From an optimization exercise on the open Yosys and OpenROAD flow, aimed at small area, a short achievable clock period and few clock cycles per item; shortcuts taken in it are not production practice.
The RTL was checked by simulation tests, not by an equivalence proof against the original design.

==> inputs of fjord <==
Design gcd_lcm_unit_core, start of the top module:
module gcd_lcm_unit_core (
  input  wire logic                clk_i,
  input  wire logic                rst_ni,
  input  wire logic                s_axis_tvalid,
  output      logic                s_axis_tready,
  input  wire logic [glu_pkg::InDataW-1:0]  s_axis_tdata,   
  input  wire logic                s_axis_tuser,   
  output      logic                m_axis_tvalid,
  input  wire logic                m_axis_tready,
  output      logic [glu_pkg::OutDataW-1:0] m_axis_tdata,   
  output      logic                m_axis_tuser    
);
clock: 6.0 ns
lec_check: 0
cap_margin: 20
core_margin: 2
core_utilization: 55
slew_margin: 20
run.sh (not shown) runs the stock make flow with config.mk's settings and CLKGATE_MAP_FILE= SYNTH_SCRIPT=/design/flow/synth_recipe.tcl, a recipe that flattens the netlist after the stock synthesis.
==> violet: changes against fjord <==
--- a/flow/design.v
+++ b/flow/design.v
@@ -89,14 +89,29 @@
     if (sd_q[SDiv]) j = u_q[0] ? tz3(d3) : tz3(u_q[2:0]);
   end
   assign fill   = divmode ? {2'b00, qbit} : {3{s[WorkW-1]}};
   assign sh_ext = {fill, s} >> j;
   assign sh     = sh_ext[WorkW-1:0];
   assign rmask  = {WorkW{1'b1}} >> c_q;
   assign r_zero = ((u_q & rmask) == '0);
+  function automatic logic [CntW-2:0] hipair(input logic [WorkW:0] x);
+    hipair = '0;
+    for (int i = 0; i < (WorkW + 1) / 2; i++) begin
+      if (x[2*i] | x[2*i+1]) hipair = (CntW-1)'(i);
+    end
+  endfunction
+  logic [CntW-2:0]   hp_a, hp_b, hp_u;
+  logic              nz_a, nz_b, gcd_ovf;
+  assign hp_a    = hipair({2'b00, op_a ^ {DataW{op_a[DataW-1]}}});
+  assign hp_b    = hipair({2'b00, op_b ^ {DataW{op_b[DataW-1]}}});
+  assign hp_u    = hipair({1'b0, u_q});
+  assign nz_a    = ((op_a ^ {DataW{op_a[DataW-1]}}) != '0);
+  assign nz_b    = ((op_b ^ {DataW{op_b[DataW-1]}}) != '0);
+  assign gcd_ovf = nz_a && nz_b &&
+                   ({hp_a, 1'b0} + {hp_b, 1'b0}) >= ({1'b0, hp_u, 1'b0} + {1'b0, k_q} + 8'd66);
   assign u_zero = (u_q == '0);
   assign mbit     = u_q[WorkW-1];
   assign mul_ovf  = (v_q[DataW-1] & !mf_q) | s[WorkW-1];
   assign c_dec    = c_q - CntW'(1);
   assign mul_last = (c_dec == k_q);
   assign m_axis_tvalid = st_q[SOut];
   assign m_axis_tdata  = v_q[DataW-1:0];
@@ -149,14 +164,18 @@
     if (sd_q[SGfin]) begin
       sh0  = 1'b1;
       b_v  = v_q[WorkW-1];
       a_v2 = !v_q[WorkW-1];
       inv  = v_q[WorkW-1];
       cin  = v_q[WorkW-1];
     end
+    if (sd_q[SFill]) begin
+      sh0 = 1'b1;
+      inv = 1'b1;
+    end
     if (sd_q[SMul]) begin
       sh0  = 1'b1;
       a_v2 = !mf_q;
       b_b  = mbit;
       inv  = mbit & op_b[DataW-1];
       cin  = mbit & op_b[DataW-1];
     end
@@ -231,14 +250,18 @@
         else            u_d = sh;
         if (sb_q) begin
           sb_d = 1'b0;
           if (c_q < k_q) k_d = c_q;
         end
       end
     end
+    if (sd_q[SGcd] && !u_zero && lcm_q == OpLcm && gcd_ovf) begin
+      st_d = '0;
+      st_d[SFill] = 1'b1;
+    end
     if (sd_q[SGfin]) begin
       v_d = sh;
       if (!v_q[WorkW-1]) k_d = k_q - CntW'(1);
       if (v_q[WorkW-1] ? (k_q == '0) : (k_q == CntW'(1))) begin
         s_axis_tready = 1'b1;
         st_d          = '0;
         st_d[SOut]    = 1'b1;
@@ -272,14 +295,16 @@
         st_d[SOut]    = 1'b1;
       end else if (mul_ovf) begin
         st_d = '0;
         st_d[SFill] = 1'b1;
       end
     end
     if (sd_q[SFill]) begin
+      v_d           = sh;
+      ovf_d         = 1'b1;
       s_axis_tready = 1'b1;
       st_d          = '0;
       st_d[SOut]    = 1'b1;
     end
   end
   always_ff @(posedge clk_i or negedge rst_ni) begin
     if (!rst_ni) begin
Settings changed: CORE_UTILIZATION 55 to 40.
==> xenon: changes against fjord <==
--- a/flow/design.v
+++ b/flow/design.v
@@ -1,28 +1,31 @@
 `timescale 1ns / 1ps
 `default_nettype none
 package glu_pkg;
   localparam int unsigned DataW = 64;
   localparam int unsigned WorkW = DataW + 1;
   localparam int unsigned CntW  = 7;
+  localparam int unsigned ShMax = 4;
+  localparam int unsigned ShW   = 3;
   localparam int unsigned InDataW  = 2 * DataW;
   localparam int unsigned OutDataW = DataW;
   localparam logic OpGcd = 1'b0;
   localparam logic OpLcm = 1'b1;
-  localparam int unsigned NumSt = 10;
+  localparam int unsigned NumSt = 11;
   localparam int unsigned SIdle = 0;
   localparam int unsigned SSa   = 1;   
   localparam int unsigned SGcd  = 2;   
   localparam int unsigned SGfin = 3;   
   localparam int unsigned SRld  = 4;   
   localparam int unsigned SDiv  = 5;   
   localparam int unsigned SMul  = 6;   
   localparam int unsigned SFill = 7;   
   localparam int unsigned SZero = 8;   
   localparam int unsigned SOut  = 9;
+  localparam int unsigned SOne  = 10;  
 endpackage : glu_pkg
 `default_nettype wire
 `timescale 1ns / 1ps
 `default_nettype none
 import glu_pkg::*;
 module gcd_lcm_unit_core (
   input  wire logic                clk_i,
@@ -54,50 +57,69 @@
   logic              a_u, a_v2;               
   logic              b_v, b_a, b_b;           
   logic              inv, cin;
   logic [WorkW-1:0]  add_a, add_b, s;
   logic              sh0;           
   logic              divmode;       
   logic              qbit;
-  logic [1:0]        j;
-  logic [2:0]        fill;
-  logic [WorkW+2:0]  sh_ext;
+  logic [ShW-1:0]    j;
+  logic [ShMax-1:0]  fill;
+  logic [WorkW+ShMax-1:0] sh_ext;
   logic [WorkW-1:0]  sh;
   logic              u_zero, r_zero;
   logic [WorkW-1:0]  rmask;
   logic              mbit, mul_ovf, mul_last;
   logic [CntW-1:0]   c_dec;
   logic              start;
   assign add_a = ({WorkW{a_u}} & u_q) | ({WorkW{a_v2}} & {v_q[WorkW-2:0], 1'b0});
   assign add_b = ({WorkW{b_v}} & v_q)
                | ({WorkW{b_a}} & {op_a[DataW-1], op_a})
                | ({WorkW{b_b}} & {op_b[DataW-1], op_b});
   assign s = add_a + (add_b ^ {WorkW{inv}}) + {{(WorkW-1){1'b0}}, cin};
-  function automatic logic [1:0] tz3(input logic [2:0] x);
-    if (x[0])      tz3 = 2'd0;
-    else if (x[1]) tz3 = 2'd1;
-    else if (x[2]) tz3 = 2'd2;
-    else           tz3 = 2'd3;
+  function automatic logic [ShW-1:0] tz3(input logic [ShMax-1:0] x);
+    tz3 = ShW'(ShMax);
+    for (int i = ShMax - 1; i >= 0; i--) begin
+      if (x[i]) tz3 = ShW'(i);
+    end
   endfunction
-  logic [2:0] v_mag3, d3;
-  assign v_mag3 = v_q[WorkW-1] ? (3'd0 - v_q[2:0]) : v_q[2:0];
-  assign d3     = u_q[2:0] - v_mag3;
+  logic [ShMax-1:0] v_mag3, d3;
+  assign v_mag3 = v_q[WorkW-1] ? (ShMax'(0) - v_q[ShMax-1:0]) : v_q[ShMax-1:0];
+  assign d3     = u_q[ShMax-1:0] - v_mag3;
   always_comb begin
-    j = 2'd0;
-    if (sd_q[SIdle] || sd_q[SOut] || sd_q[SRld]) j = tz3(op_a[2:0]);
-    if (sd_q[SSa])  j = u_q[0] ? tz3(op_b[2:0]) : tz3(u_q[2:0]);
-    if (sd_q[SGcd]) j = !u_q[0] ? tz3(u_q[2:0]) : !v_q[0] ? tz3(v_q[2:0]) : tz3(d3);
-    if (sd_q[SDiv]) j = u_q[0] ? tz3(d3) : tz3(u_q[2:0]);
+    j = '0;
+    if (sd_q[SIdle] || sd_q[SOut] || sd_q[SRld]) j = tz3(op_a[ShMax-1:0]);
+    if (sd_q[SSa])  j = u_q[0] ? tz3(op_b[ShMax-1:0]) : tz3(u_q[ShMax-1:0]);
+    if (sd_q[SGcd]) j = !u_q[0] ? tz3(u_q[ShMax-1:0]) : !v_q[0] ? tz3(v_q[ShMax-1:0]) : tz3(d3);
+    if (sd_q[SDiv]) j = u_q[0] ? tz3(d3) : tz3(u_q[ShMax-1:0]);
   end
-  assign fill   = divmode ? {2'b00, qbit} : {3{s[WorkW-1]}};
+  assign fill   = divmode ? {{(ShMax-1){1'b0}}, qbit} : {ShMax{s[WorkW-1]}};
   assign sh_ext = {fill, s} >> j;
   assign sh     = sh_ext[WorkW-1:0];
   assign rmask  = {WorkW{1'b1}} >> c_q;
   assign r_zero = ((u_q & rmask) == '0);
+  function automatic logic [CntW-2:0] hipair(input logic [WorkW:0] x);
+    hipair = '0;
+    for (int i = 0; i < (WorkW + 1) / 2; i++) begin
+      if (x[2*i] | x[2*i+1]) hipair = (CntW-1)'(i);
+    end
+  endfunction
+  logic [CntW-2:0]   hp_a, hp_b, hp_u;
+  logic              nz_a, nz_b, gcd_ovf;
+  assign hp_a    = hipair({2'b00, op_a ^ {DataW{op_a[DataW-1]}}});
+  assign hp_b    = hipair({2'b00, op_b ^ {DataW{op_b[DataW-1]}}});
+  assign hp_u    = hipair({1'b0, u_q});
+  assign nz_a    = ((op_a ^ {DataW{op_a[DataW-1]}}) != '0);
+  assign nz_b    = ((op_b ^ {DataW{op_b[DataW-1]}}) != '0);
+  assign gcd_ovf = nz_a && nz_b &&
+                   ({hp_a, 1'b0} + {hp_b, 1'b0}) >= ({1'b0, hp_u, 1'b0} + {1'b0, k_q} + 8'd66);
   assign u_zero = (u_q == '0);
+  logic              g_done;
+  assign g_done = u_zero || (!sb_q && (v_q == WorkW'(1) || v_q == '1));
+  logic              u_one;
+  assign u_one  = !sb_q && (u_q == WorkW'(1));
   assign mbit     = u_q[WorkW-1];
   assign mul_ovf  = (v_q[DataW-1] & !mf_q) | s[WorkW-1];
   assign c_dec    = c_q - CntW'(1);
   assign mul_last = (c_dec == k_q);
   assign m_axis_tvalid = st_q[SOut];
   assign m_axis_tdata  = v_q[DataW-1:0];
   assign m_axis_tuser  = ovf_q;
@@ -149,14 +171,22 @@
     if (sd_q[SGfin]) begin
       sh0  = 1'b1;
       b_v  = v_q[WorkW-1];
       a_v2 = !v_q[WorkW-1];
       inv  = v_q[WorkW-1];
       cin  = v_q[WorkW-1];
     end
+    if (sd_q[SOne]) begin
+      sh0 = 1'b1;
+      cin = 1'b1;
+    end
+    if (sd_q[SFill]) begin
+      sh0 = 1'b1;
+      inv = 1'b1;
+    end
     if (sd_q[SMul]) begin
       sh0  = 1'b1;
       a_v2 = !mf_q;
       b_b  = mbit;
       inv  = mbit & op_b[DataW-1];
       cin  = mbit & op_b[DataW-1];
     end
@@ -207,15 +237,15 @@
     if (sd_q[SZero]) begin
       v_d           = sh;
       s_axis_tready = 1'b1;
       st_d          = '0;
       st_d[SOut]    = 1'b1;
     end
     if (sd_q[SGcd]) begin
-      if (u_zero) begin
+      if (g_done) begin
         st_d = '0;
         if (lcm_q == OpLcm) begin
           st_d[SRld] = 1'b1;
         end else if (!v_q[WorkW-1] && k_q == '0) begin
           s_axis_tready = 1'b1;
           st_d[SOut]    = 1'b1;
         end else begin
@@ -231,14 +261,34 @@
         else            u_d = sh;
         if (sb_q) begin
           sb_d = 1'b0;
           if (c_q < k_q) k_d = c_q;
         end
       end
     end
+    if (sd_q[SGcd] && !g_done && u_one) begin
+      st_d = '0;
+      st_d[SOne] = 1'b1;
+    end
+    if (sd_q[SOne]) begin
+      v_d  = sh;
+      st_d = '0;
+      if (lcm_q == OpLcm) begin
+        st_d[SRld] = 1'b1;
+      end else if (k_q == '0) begin
+        s_axis_tready = 1'b1;
+        st_d[SOut]    = 1'b1;
+      end else begin
+        st_d[SGfin] = 1'b1;
+      end
+    end
+    if (sd_q[SGcd] && !u_zero && lcm_q == OpLcm && gcd_ovf) begin
+      st_d = '0;
+      st_d[SFill] = 1'b1;
+    end
     if (sd_q[SGfin]) begin
       v_d = sh;
       if (!v_q[WorkW-1]) k_d = k_q - CntW'(1);
       if (v_q[WorkW-1] ? (k_q == '0) : (k_q == CntW'(1))) begin
         s_axis_tready = 1'b1;
         st_d          = '0;
         st_d[SOut]    = 1'b1;
@@ -272,14 +322,16 @@
         st_d[SOut]    = 1'b1;
       end else if (mul_ovf) begin
         st_d = '0;
         st_d[SFill] = 1'b1;
       end
     end
     if (sd_q[SFill]) begin
+      v_d           = sh;
+      ovf_d         = 1'b1;
       s_axis_tready = 1'b1;
       st_d          = '0;
       st_d[SOut]    = 1'b1;
     end
   end
   always_ff @(posedge clk_i or negedge rst_ni) begin
     if (!rst_ni) begin
Settings changed: CORE_UTILIZATION 55 to 40.
==> impl_metrics.yaml <==
status:
  failed_checks: "setup timing"
  outcome: "failed layout checks"
timing:
  setup_viol: 1
  setup_slack_ns: -0.002094
global_route:
  antenna_found_initial: 2
finish:
  n_clock_buffer: 19
# the run above: fjord

==> impl_metrics.yaml <==
status:
  failed_checks: "setup timing"
  outcome: "failed layout checks"
timing:
  setup_viol: 1
  setup_slack_ns: -0.1114
# the run above: xenon

==> impl_metrics.yaml <==
timing:
  skew_ns: 0.01948
  setup_slack_ns: 0.1346
critical_path:
  crit_buf_inv: 6
status:
  outcome: "no timing/DRC/antenna violations"
global_route:
  antenna_found_initial: 1
# the run above: violet

Testbench counts of fjord, summed over its fixed seeds: cycles 43,298, items 960.
Testbench counts of violet, summed over its fixed seeds: cycles 25,869, items 960.
Testbench counts of xenon, summed over its fixed seeds: cycles 23,294, items 960.

-- what the ideal ports hide --
How much do the figures lean on ideal ports? The routed layouts below were timed once more, with nothing changed but the port constraints.
Step 1 assumes that a clkbuf_16 drives the clock port and a buf_2 every other input.
Step 2, shift: input delay + t, output delay - t, t = (earliest + latest rising clock arrival at the registers) / 2. This alone moves slack from input paths to output paths.
Three values: ideal, step 1, step 2; two values: the first two.
| run | t, ns | setup WS [ns] | worst data-port slew with drivers (ns) | cell pins on the clock port's net |
|---|---|---|---|---|
| fjord | 0.482 | -0.002 / 0.022 / -0.460 | 0.05 | 1 |
| violet | 0.515 | 0.135 / 0.164 / -0.351 | 0.05 | 1 |
| xenon | 0.528 | -0.111 / -0.167 / -0.391 | 0.08 | 1 |
Met with ideal ports but missed after step 2: setup timing in violet. The setup slack of violet, which loses most, moves by +0.029 ns with the drivers and by -0.486 ns with both steps.
